Source: an optimization exercise on an open RTL-to-GDS flow (aim: small area). Production flows keep margins and buffers that such runs may drop.
Function not checked in this run: the RTL went through the layout flow alone.

==> design.v <==
package pe_ctrl_pkg;
	typedef enum logic [1:0] {
		MODE_NONE    = 2'b00,
		MODE_COMPUTE = 2'b01,
		MODE_READ    = 2'b10,
		MODE_WRITE   = 2'b11  
	} work_mode_e;
	typedef enum logic [1:0] {
		ST_IDLE = 2'd0,
		ST_LOAD = 2'd1,  
		ST_RUN  = 2'd2
	} pe_state_e;
endpackage
package pe_data_pkg;
	typedef logic [36-1:0]     row_vec_t;   
	typedef logic [8-1:0] bus_byte_t;
	typedef logic [2:0]              plane_idx_t;
	typedef logic [256*6-1:0] col_vec_t;
	typedef logic [22-1:0] acc_t;
	typedef logic [32*22-1:0] acc_arr_t;  
	typedef logic [3:0] trunc_t;
	typedef logic [6:0] pe_id_t;
	typedef logic [5:0] send_idx_t;  
endpackage
`timescale 1ns/1ps
module column_accumulator
(
	input  logic        ha,
	input  logic        hb,
	input  logic        sa,
	input  logic        sb,
	input  logic        la,
	input  logic        lb,
	input  logic        p0,
	input  logic        p7,
	input  logic [47:0] ca,        
	input  logic [47:0] cb,
	input  logic [13:0] hna,       
	input  logic [13:0] hnb,
	output logic [14:0] nt
);
	logic [47:0] m;     
	logic [13:0] hn;
	logic [12:0] na;
	logic        a13;
	for (genvar i = 0; i < 48; i++) begin : g_m
		if (i % 6 == 0 && i < 42) begin : g_l
			assign m[i] = ~((ca[i] & la) | (cb[i] & lb));
		end else if (i % 6 == 0) begin : g_l7
			assign m[i] = (ca[i] & la) | (cb[i] & lb);
		end else if (i < 42) begin : g_h
			assign m[i] = ~((ca[i] & sa) | (cb[i] & sb));
		end else begin : g_h7
			assign m[i] = (ca[i] & sa) | (cb[i] & sb);
		end
	end
	assign hn  = (hna & {14{ha}}) | (hnb & {14{hb}});
	assign na  = {13{p0}} | (hn[12:0] ^ {13{p7}});
	assign a13 = ~p0 & ~(hn[13] ^ p7);
	logic k2;
	logic s3;
	logic k4;
	logic k6;
	logic s7;
	logic k8;
	logic s9;
	logic k10;
	logic k12;
	logic s13;
	logic k14;
	logic s15;
	logic k16;
	logic s17;
	logic k18;
	logic k20;
	logic s21;
	logic k22;
	logic s23;
	logic k24;
	logic s25;
	logic k26;
	logic s27;
	logic k28;
	logic k30;
	logic s31;
	logic k32;
	logic s33;
	logic k34;
	logic s35;
	logic k36;
	logic s37;
	logic k38;
	logic s39;
	logic k40;
	logic k42;
	logic s43;
	logic k44;
	logic s45;
	logic k46;
	logic s47;
	logic k48;
	logic s49;
	logic k50;
	logic s51;
	logic k52;
	logic k54;
	logic s55;
	logic k56;
	logic s57;
	logic k58;
	logic s59;
	logic k60;
	logic s61;
	logic k62;
	logic s63;
	logic k64;
	logic s65;
	logic k66;
	logic s68;
	logic k69;
	logic s70;
	logic k71;
	logic s72;
	logic k73;
	logic s74;
	logic k75;
	logic s76;
	logic k77;
	logic k79;
	logic s80;
	logic k81;
	logic s82;
	logic k83;
	logic s84;
	logic k85;
	logic s86;
	logic k87;
	logic k89;
	logic s90;
	logic k91;
	logic s92;
	logic k93;
	logic s94;
	logic k95;
	logic k97;
	logic s98;
	logic k99;
	logic s100;
	logic k101;
	logic k103;
	logic s104;
	logic k105;
	logic k107;
	logic k109;
	assign nt[0] = ~(m[0] ^ na[0]);
	assign k2 = m[0] | na[0];
	fa_cell u_s3 (.a(m[1]), .b(m[6]), .ci(na[1]), .s(s3), .co(k4));
	assign nt[1] = ~(k2 ^ s3);
	assign k6 = k2 | s3;
	fa_cell u_s7 (.a(m[12]), .b(m[2]), .ci(m[7]), .s(s7), .co(k8));
	fa_cell u_s9 (.a(na[2]), .b(s7), .ci(k4), .s(s9), .co(k10));
	assign nt[2] = ~(k6 ^ s9);
	assign k12 = k6 | s9;
	fa_cell u_s13 (.a(m[13]), .b(m[18]), .ci(m[3]), .s(s13), .co(k14));
	fa_cell u_s15 (.a(m[8]), .b(na[3]), .ci(k8), .s(s15), .co(k16));
	fa_cell u_s17 (.a(s13), .b(s15), .ci(k10), .s(s17), .co(k18));
	assign nt[3] = ~(k12 ^ s17);
	assign k20 = k12 | s17;
	fa_cell u_s21 (.a(m[14]), .b(m[19]), .ci(m[24]), .s(s21), .co(k22));
	fa_cell u_s23 (.a(m[4]), .b(m[9]), .ci(na[4]), .s(s23), .co(k24));
	fa_cell u_s25 (.a(k14), .b(s21), .ci(s23), .s(s25), .co(k26));
	fa_cell u_s27 (.a(k16), .b(s25), .ci(k18), .s(s27), .co(k28));
	assign nt[4] = ~(k20 ^ s27);
	assign k30 = k20 | s27;
	fa_cell u_s31 (.a(m[10]), .b(m[15]), .ci(m[20]), .s(s31), .co(k32));
	fa_cell u_s33 (.a(m[25]), .b(m[30]), .ci(m[5]), .s(s33), .co(k34));
	fa_cell u_s35 (.a(na[5]), .b(k22), .ci(s31), .s(s35), .co(k36));
	fa_cell u_s37 (.a(s33), .b(k24), .ci(s35), .s(s37), .co(k38));
	fa_cell u_s39 (.a(k26), .b(s37), .ci(k28), .s(s39), .co(k40));
	assign nt[5] = ~(k30 ^ s39);
	assign k42 = k30 | s39;
	fa_cell u_s43 (.a(m[11]), .b(m[16]), .ci(m[21]), .s(s43), .co(k44));
	fa_cell u_s45 (.a(m[26]), .b(m[31]), .ci(m[36]), .s(s45), .co(k46));
	fa_cell u_s47 (.a(na[6]), .b(k32), .ci(k34), .s(s47), .co(k48));
	fa_cell u_s49 (.a(s43), .b(s45), .ci(k36), .s(s49), .co(k50));
	fa_cell u_s51 (.a(s47), .b(s49), .ci(k38), .s(s51), .co(k52));
	fa_cell u_s53 (.a(s51), .b(k40), .ci(k42), .s(nt[6]), .co(k54));
	fa_cell u_s55 (.a(m[17]), .b(m[22]), .ci(m[27]), .s(s55), .co(k56));
	fa_cell u_s57 (.a(m[32]), .b(m[37]), .ci(m[42]), .s(s57), .co(k58));
	fa_cell u_s59 (.a(na[7]), .b(k44), .ci(k46), .s(s59), .co(k60));
	fa_cell u_s61 (.a(s55), .b(s57), .ci(k48), .s(s61), .co(k62));
	fa_cell u_s63 (.a(s59), .b(k50), .ci(s61), .s(s63), .co(k64));
	fa_cell u_s65 (.a(k52), .b(s63), .ci(k54), .s(s65), .co(k66));
	assign nt[7] = ~s65;
	fa_cell u_s68 (.a(m[23]), .b(m[28]), .ci(m[33]), .s(s68), .co(k69));
	fa_cell u_s70 (.a(m[38]), .b(m[43]), .ci(na[8]), .s(s70), .co(k71));
	fa_cell u_s72 (.a(k56), .b(k58), .ci(s68), .s(s72), .co(k73));
	fa_cell u_s74 (.a(s70), .b(k60), .ci(s72), .s(s74), .co(k75));
	fa_cell u_s76 (.a(k62), .b(s74), .ci(k64), .s(s76), .co(k77));
	fa_cell u_s78 (.a(s76), .b(k66), .ci(s65), .s(nt[8]), .co(k79));
	fa_cell u_s80 (.a(m[29]), .b(m[34]), .ci(m[39]), .s(s80), .co(k81));
	fa_cell u_s82 (.a(m[44]), .b(na[9]), .ci(k69), .s(s82), .co(k83));
	fa_cell u_s84 (.a(s80), .b(k71), .ci(k73), .s(s84), .co(k85));
	fa_cell u_s86 (.a(s82), .b(s84), .ci(k75), .s(s86), .co(k87));
	fa_cell u_s88 (.a(s86), .b(k77), .ci(k79), .s(nt[9]), .co(k89));
	fa_cell u_s90 (.a(m[35]), .b(m[40]), .ci(m[45]), .s(s90), .co(k91));
	fa_cell u_s92 (.a(na[10]), .b(k81), .ci(s90), .s(s92), .co(k93));
	fa_cell u_s94 (.a(k83), .b(s92), .ci(k85), .s(s94), .co(k95));
	fa_cell u_s96 (.a(s94), .b(k87), .ci(k89), .s(nt[10]), .co(k97));
	fa_cell u_s98 (.a(m[41]), .b(m[46]), .ci(na[11]), .s(s98), .co(k99));
	fa_cell u_s100 (.a(k91), .b(s98), .ci(k93), .s(s100), .co(k101));
	fa_cell u_s102 (.a(s100), .b(k95), .ci(k97), .s(nt[11]), .co(k103));
	fa_cell u_s104 (.a(m[47]), .b(na[12]), .ci(k99), .s(s104), .co(k105));
	fa_cell u_s106 (.a(s104), .b(k101), .ci(k103), .s(nt[12]), .co(k107));
	fa_cell u_s108 (.a(a13), .b(k105), .ci(k107), .s(nt[13]), .co(k109));
	assign nt[14] = ~k109;
endmodule
module fa_cell (input logic a, b, ci, output logic s, co);
	assign s  = a ^ b ^ ci;
	assign co = (a & b) | (a & ci) | (b & ci);
endmodule
module ha_cell (input logic a, b, output logic s, co);
	assign s  = a ^ b;
	assign co = a & b;
endmodule
`timescale 1ns/1ps
module ao222 (input logic a1, b1, a2, b2, a3, b3, output logic y);
	assign y = ~((a1 & b1) | (a2 & b2) | (a3 & b3));
endmodule
module ao22 (input logic a1, b1, a2, b2, output logic y);
	assign y = ~((a1 & b1) | (a2 & b2));
endmodule
module onehot_sel #(parameter int N = 32)
(
	input  logic [N-1:0] d,
	input  logic [N-1:0] s,
	output logic         y
);
	localparam int N3 = N / 3;
	localparam int R  = N % 3;
	localparam int M  = N3 + (R != 0);
	logic [M-1:0] t;
	for (genvar i = 0; i < N3; i++) begin : g3
		ao222 u (.a1(d[3*i]), .b1(s[3*i]), .a2(d[3*i+1]), .b2(s[3*i+1]),
			.a3(d[3*i+2]), .b3(s[3*i+2]), .y(t[i]));
	end
	if (R == 2) begin : g2
		ao22 u (.a1(d[3*N3]), .b1(s[3*N3]), .a2(d[3*N3+1]), .b2(s[3*N3+1]), .y(t[N3]));
	end else if (R == 1) begin : g1
		assign t[N3] = ~(d[3*N3] & s[3*N3]);
	end
	assign y = ~&t;
endmodule
`timescale 1ns/1ps
module pe_cell_ctrl
(
	input  logic       clk,
	input  logic       rst_n,
	input  logic       cs_n,
	input  logic       cvalid,
	input  pe_ctrl_pkg::work_mode_e work_mode,
	input  pe_data_pkg::pe_id_t     pe_id,
	input  pe_data_pkg::trunc_t     reg_data_trunc,
	input  pe_data_pkg::bus_byte_t  wdata,
	input  logic       wdata_valid,
	output logic       wdata_busy,
	output logic       pe_busy,
	output pe_data_pkg::bus_byte_t  rdata,
	output logic       rdata_valid,
	output logic       rdata_last,
	input  logic       rdata_busy,
	output pe_data_pkg::row_vec_t   xin,
	output logic       pulse_in,
	output logic       rst_pe_rram,
	input  logic       pim_ready,
	input  pe_data_pkg::col_vec_t   partial_result
);
	logic       st_load, st_run;    
	logic       rd;                 
	logic [5:0] cnt;
	logic [2:0] plane;
	logic       pim_d1, pim_d2, load_d;
	logic       idle, cmd_ok, take, xfer, pim_rise, pim_fall, start, fire, upd, p0, p7, done_p;
	assign idle       = !st_load && !st_run;
	assign cmd_ok     = !cs_n && cvalid && (work_mode[0] ^ work_mode[1]);
	assign wdata_busy = !st_load;
	assign pe_busy    = !idle;
	assign take       = wdata_valid && st_load;
	assign xfer       = rdata_valid && !rdata_busy;
	assign pim_rise   = pim_d1 & ~pim_d2;
	assign pim_fall   = pim_d2 & ~pim_d1;
	assign start      = st_run & ~load_d;
	assign fire       = start | (st_run & pim_fall & (plane != 3'd7));
	assign upd        = st_run & pim_rise;
	assign p0         = (plane == 3'd0);
	assign p7         = (plane == 3'd7);
	assign done_p     = load_d & ~rst_pe_rram & p7;
	assign rdata_valid = st_run && (!cnt[5] || !(cnt[2] || cnt[0]));
	assign rdata_last  = st_run && cnt == 6'd32;
	always_ff @(posedge clk or negedge rst_n) begin
		if (!rst_n) begin
			st_load     <= 1'b0;
			st_run      <= 1'b0;
			pim_d1      <= 1'b0;
			pim_d2      <= 1'b0;
			load_d      <= 1'b0;
			pulse_in    <= 1'b0;
			rst_pe_rram <= 1'b0;
		end else begin
			if (idle) begin
				if (cmd_ok) st_load <= 1'b1;
			end else if (st_load) begin
				if (take && cnt == 6'd35) begin
					st_load <= 1'b0;
					st_run  <= 1'b1;
				end
			end else if (cnt == 6'd33) begin
				st_run <= 1'b0;
			end
			pim_d1      <= pim_ready;
			pim_d2      <= pim_d1;
			load_d      <= st_run;
			pulse_in    <= fire;
			rst_pe_rram <= ~pim_rise;
		end
	end
	always_ff @(posedge clk) begin
		if (idle)
			rd <= work_mode[1];
		if (idle || done_p)
			cnt <= '0;
		else if (take || xfer)
			cnt <= cnt + 6'd1;
		if (fire)
			plane <= start ? 3'd0 : plane + 3'd1;
	end
	logic [35:0] bp [8];
	always_ff @(posedge clk) begin
		if (take)
			for (int p = 0; p < 8; p++) bp[p] <= {bp[p][34:0], wdata[p]};
	end
	logic [7:0] psel;    
	for (genvar p = 0; p < 8; p++) begin : g_psel
		assign psel[p] = load_d && plane == 3'(p);
	end
	for (genvar r = 0; r < 36; r++) begin : g_xin
		logic [7:0] d;
		for (genvar p = 0; p < 8; p++) begin : g_d
			assign d[p] = bp[p][r];
		end
		onehot_sel #(.N(8)) u_sel (.d, .s(psel), .y(xin[r]));
	end
	logic [13:0] hn [32];
	logic [7:0]  ln [32];
	logic        ha, hb, sa, sb, la, lb, upd_b;
	assign ha    = rst_pe_rram;               
	assign hb    = ~rst_pe_rram;
	assign sa    = rst_pe_rram & ~rd;         
	assign sb    = ~rst_pe_rram & ~rd;
	assign la    = rst_pe_rram & (~rd | p0);
	assign lb    = ~rst_pe_rram & (~rd | p0);
	assign upd_b = load_d & ~rst_pe_rram;
	for (genvar g = 0; g < 16; g++) begin : g_acc
		logic [14:0] nt;
		column_accumulator u_add (
			.ha, .hb, .sa, .sb, .la, .lb, .p0, .p7,
			.ca(partial_result[g*48 +: 48]), .cb(partial_result[(g+16)*48 +: 48]),
			.hna(hn[g]), .hnb(hn[g+16]), .nt
		);
		always_ff @(posedge clk) begin
			if (upd) begin
				hn[g] <= nt[14:1];
				ln[g] <= {nt[0], ln[g][7:1]};
			end
			if (upd_b) begin
				hn[g+16] <= nt[14:1];
				ln[g+16] <= {nt[0], ln[g+16][7:1]};
			end
		end
	end
	logic [31:0] gsel;   
	logic [21:0] s, w;
	for (genvar g = 0; g < 32; g++) begin : g_gsel
		assign gsel[g] = cnt[4:0] == 5'((g + 1) % 32);
	end
	for (genvar b = 0; b < 22; b++) begin : g_out
		logic [31:0] d;
		for (genvar g = 0; g < 32; g++) begin : g_d
			assign d[g] = b < 14 ? hn[g][b] : ln[g][b - 14];
		end
		onehot_sel #(.N(32)) u_sel (.d, .s(gsel), .y(w[b]));
	end
	assign s = {rd ? 14'd0 : w[13:0], w[21], ~w[20:14]};
	always_comb begin
		if (!rdata_valid)
			rdata = '0;
		else if (cnt == 6'd0)
			rdata = {1'b0, pe_id};
		else if (reg_data_trunc == 4'd15)
			rdata = s[7:0];
		else
			rdata = {s[21], s[(20 - reg_data_trunc) -: 7]};
	end
endmodule
==> flow/run.sh <==
#!/bin/bash
bash standard.sh > standard.log 2>&1
==> standard.sh <==
#!/bin/bash
# synth_recipe.tcl (not shown) runs the flow's synth.tcl, then flattens the netlist and writes it again
# the make line also repeats each setting of config.mk as NAME=value (left out here)
make -C /OpenROAD-flow-scripts/flow DESIGN_CONFIG=/design/flow/config.mk WORK_HOME=/design/flow/orfs CLKGATE_MAP_FILE= SYNTH_SCRIPT=/design/flow/synth_recipe.tcl "${@:-finish}"
==> config.mk <==
export PLATFORM = sky130hd
export DESIGN_NAME = pe_cell_ctrl
export DESIGN_NICKNAME = pe_cell_ctrl
export VERILOG_FILES = /design/flow/design.v
export SDC_FILE = /design/flow/constraint.sdc
export NUM_CORES = 8
export LEC_CHECK = 0
export CAP_MARGIN = 20
export CORE_MARGIN = 2
export CORE_UTILIZATION = 40
export SLEW_MARGIN = 20
export SYNTH_HIERARCHICAL = 1
export SYNTH_MINIMUM_KEEP_SIZE = 0
==> constraint.sdc <==
create_clock -name core_clock -period 12.5 [get_ports {clk}]
set_input_delay 2.5000 -clock core_clock [delete_from_list [all_inputs] [get_ports {clk}]]
set_output_delay 2.5000 -clock core_clock [all_outputs]
set_load 0.01 [all_outputs]
==> impl_metrics.json <==
{
  "yosys-top-cells-area": "edfxtp_1 46%, fa_1 24%, a22oi_1 10%, a222oi_1 4.5%, mux2i_1 3.0%",
  "avgSynthCellArea_um2": 15.0,
  "syn_area_um2": 65400,
  "synth_nets": 6803,
  "yosys_warnings": 13,
  "yosysSeqAreaShare_pct": 46.2,
  "synth_ff_type": "edfxtp_1",
  "ys_types": 57,
  "initial_core_util_pct": 40.2,
  "netlist_instances": 4360,
  "error": "[ERROR PPL-0024] Number of IO pins (1614) exceeds maximum number of available positions (1476). Increase the die perimeter from 1632.84um to 2195.04um.",
  "die_h_um": 408,
  "outcome": "aborted with a tool error",
  "haltStage": "I/O pin placement",
  "synth-seq-cells": 1009,
  "async_reset_ff_share_pct": 0.694,
  "synth_edf_count": 996,
  "synth_area_leader_cell": "edfxtp_1",
  "fp.dieW_um": 408,
  "rows": 148,
  "synth_top_area_share_pct": 45.8
}
## per-module statistics from Yosys, one instance, submodules excluded, a selection
module	flip-flops and latches	times used	cell area, um2	cells inside
pe_cell_ctrl	1009	1	32400	1326
column_accumulator	0	16	830	112
fa_cell	0	768	20.0	1
ao22	0	58	12.5	1
ao222	0	292	10.0	1
## Yosys cell counts, types with 20 or more instances
| master | n |
|---|---|
| nand2_1 | 34 |
| nor2_1 | 80 |
| a22oi_2 | 58 |
| inv_1 | 240 |
| nand4_1 | 46 |
| mux2_2 | 37 |
| clkbuf_1 | 75 |
| a22o_1 | 114 |
| nand3_1 | 60 |
| fa_1 | 768 |
| buf_6 | 20 |
| buf_2 | 132 |
| or3_1 | 24 |
| edfxtp_1 | 996 |
| a21oi_1 | 24 |
| a222oi_1 | 292 |
| a22oi_1 | 885 |
| ha_1 | 111 |
| mux2i_1 | 198 |
## cell families after synthesis
family	Yosys count	synth area share (%)
flip-flops	1009	46.2
XOR/XNOR	8	0.130
adder cells (fa/ha/maj)	879	25.6
multiplexers	252	4.26
buffers and inverters	487	3.38
AND/OR/NAND/NOR	313	2.49
AO/OA/AOI/OAI	1412	17.9
